This is an optimization exercise on Yosys and OpenROAD, whose aim is small area and a short achievable clock period, not a production implementation. The RTL was checked by simulation tests, not by an equivalence proof against the original design.

==> branch yarrow <==
Design gimbal_bilinear_servo_map, start of the top module:
module gimbal_bilinear_servo_map (
  input  wire                clk,
  input  wire                rst_n,
  input  wire                start,
  output logic               busy,
  input  wire  signed [15:0] in_pitch_setpoint,
  input  wire  signed [15:0] in_yaw_setpoint,
  output logic               out_valid,
  output logic signed [14:0] out_top_angle_raw,
  output logic signed [14:0] out_bottom_angle_raw,
  output logic        [6:0]  out_top_servo_cmd,
  output logic        [6:0]  out_bottom_servo_cmd,
  input  wire                cfg_valid,
  output logic               cfg_ready,
  input  wire         [0:0]  cfg_index,
  input  wire         [15:0] cfg_data
);
==> flow/config.mk <==
export PLATFORM = sky130hd
export DESIGN_NAME = gimbal_bilinear_servo_map
export DESIGN_NICKNAME = gimbal_bilinear_servo_map
export VERILOG_FILES = /design/flow/design.v
export SDC_FILE = /design/flow/constraint.sdc
export NUM_CORES = 4
export LEC_CHECK = 0
export ABC_AREA = 1
export CAP_MARGIN = 40
export CORE_MARGIN = 2
export CORE_UTILIZATION = 60
export CTS_BUF_LIST = sky130_fd_sc_hd__clkbuf_16
export CTS_CLUSTER_DIAMETER = 100
export CTS_CLUSTER_SIZE = 25
export PLACE_DENSITY = 0.72
export SLEW_MARGIN = 20
==> flow/constraint.sdc <==
create_clock -name core_clock -period 11.0 [get_ports {clk}]
set_input_delay 2.2000 -clock core_clock [delete_from_list [all_inputs] [get_ports {clk}]]
set_output_delay 2.2000 -clock core_clock [all_outputs]
set_load 0.01 [all_outputs]
standard.sh (not shown) runs the stock make flow with config.mk's settings and CLKGATE_MAP_FILE= SYNTH_SCRIPT=/design/flow/synth_recipe.tcl, a recipe that flattens the netlist after the stock synthesis.
==> flow/flow/run.sh <==
#!/bin/bash
# Own layout flow: the standard flow with two changes.
#  1. Between synthesis and floorplan, polar.py removes the inverters that Yosys's
#     full-adder extraction leaves between adders, by choosing each full adder's
#     polarity (fa(~a,~b,~c) = ~fa(a,b,c)). Registers, ports and all other cells stay
#     as synthesis made them.
#  2. The port buffers that global placement inserts are buf_2 cells instead of the
#     default delay buffer.
set -euo pipefail
WORK=$(pwd)
R="$WORK/orfs/results/${FLOW_PLATFORM:-sky130hd}/gimbal_bilinear_servo_map/base"
bash standard.sh synth > "$WORK/synth.log" 2>&1
cp "$R/1_2_yosys.v" "$WORK/synth_netlist.v"
python3 "$WORK/flow/polar.py" "$WORK/synth_netlist.v" "$WORK/polar_netlist.v" > "$WORK/polar.log" 2>&1
cp "$WORK/polar_netlist.v" "$R/1_2_yosys.v"
rm -f "$R/1_synth.odb" "$R/1_synth.sdc"
export BUFFER_PORTS_ARGS="-buffer_cell sky130_fd_sc_hd__buf_2"
bash standard.sh > "$WORK/layout.log" 2>&1
Other scripts of this flow, unchanged in this note and not shown: flow/flow/polar.py
==> branch ember (differences from branch yarrow) <==
--- a/flow/config.mk
+++ b/flow/config.mk
@@ -9,8 +9,8 @@
 export CAP_MARGIN = 40
 export CORE_MARGIN = 2
-export CORE_UTILIZATION = 60
+export CORE_UTILIZATION = 50
 export CTS_BUF_LIST = sky130_fd_sc_hd__clkbuf_16
 export CTS_CLUSTER_DIAMETER = 100
 export CTS_CLUSTER_SIZE = 25
-export PLACE_DENSITY = 0.72
+export PLACE_DENSITY = 0.62
 export SLEW_MARGIN = 20
==> notes <==
In synthesized cell count, branch yarrow and branch ember do not differ. Design area: branch yarrow is smaller than branch ember (about 0.28%). Of branch yarrow and branch ember, branch yarrow has the higher register-to-register slack (gap 0.05 ns). In branch yarrow the fmax is larger than in branch ember, by about 1.4%. Between branch ember and branch yarrow, the lower cell count is in branch yarrow (gap 2.5%, measured against branch yarrow). Of branch yarrow and branch ember, branch yarrow has the higher clock skew (gap 0.0083 ns). Against branch yarrow, the routed wire length of branch ember is higher by about 1.7%. Flip-flop and latch count is the same in branch yarrow and branch ember. Between branch yarrow and branch ember, the lower sequential share of layout area is in branch ember (gap 0.066 points).

separate check: timing with driven ports:
The flow's constraints put no driver on any port. The routed layouts listed below were extracted and timed again, unchanged, in two steps.
Step 1, drivers: a clkbuf_16 drives clk and a buf_2 each remaining input, both assumed.
Step 2 adds t to the input delays and takes it off the output delays; t is the mean of the earliest and latest rising clock arrival at the registers after step 1. Input paths then give back, and output paths get back, about the clock's delay inside the block.
Three values: ideal ports, drivers, drivers and shift; two values: the first two.
run | t (ns) | setup slack, ns | worst setup path at the end | clock arrival spread, ns | worst register clock-pin slew, ns
branch yarrow | 0.651 | 7.406 / 7.406 / 7.136 | input to register | 0.027 / 0.028 | 0.10 / 0.10
branch ember | 0.671 | 7.355 / 7.355 / 7.223 | input to register | 0.022 / 0.021 | 0.10 / 0.10
After both steps every run listed still meets setup and hold. The setup slack of branch yarrow, which loses most, moves by 0.000 ns with the drivers and by -0.270 ns with both steps.
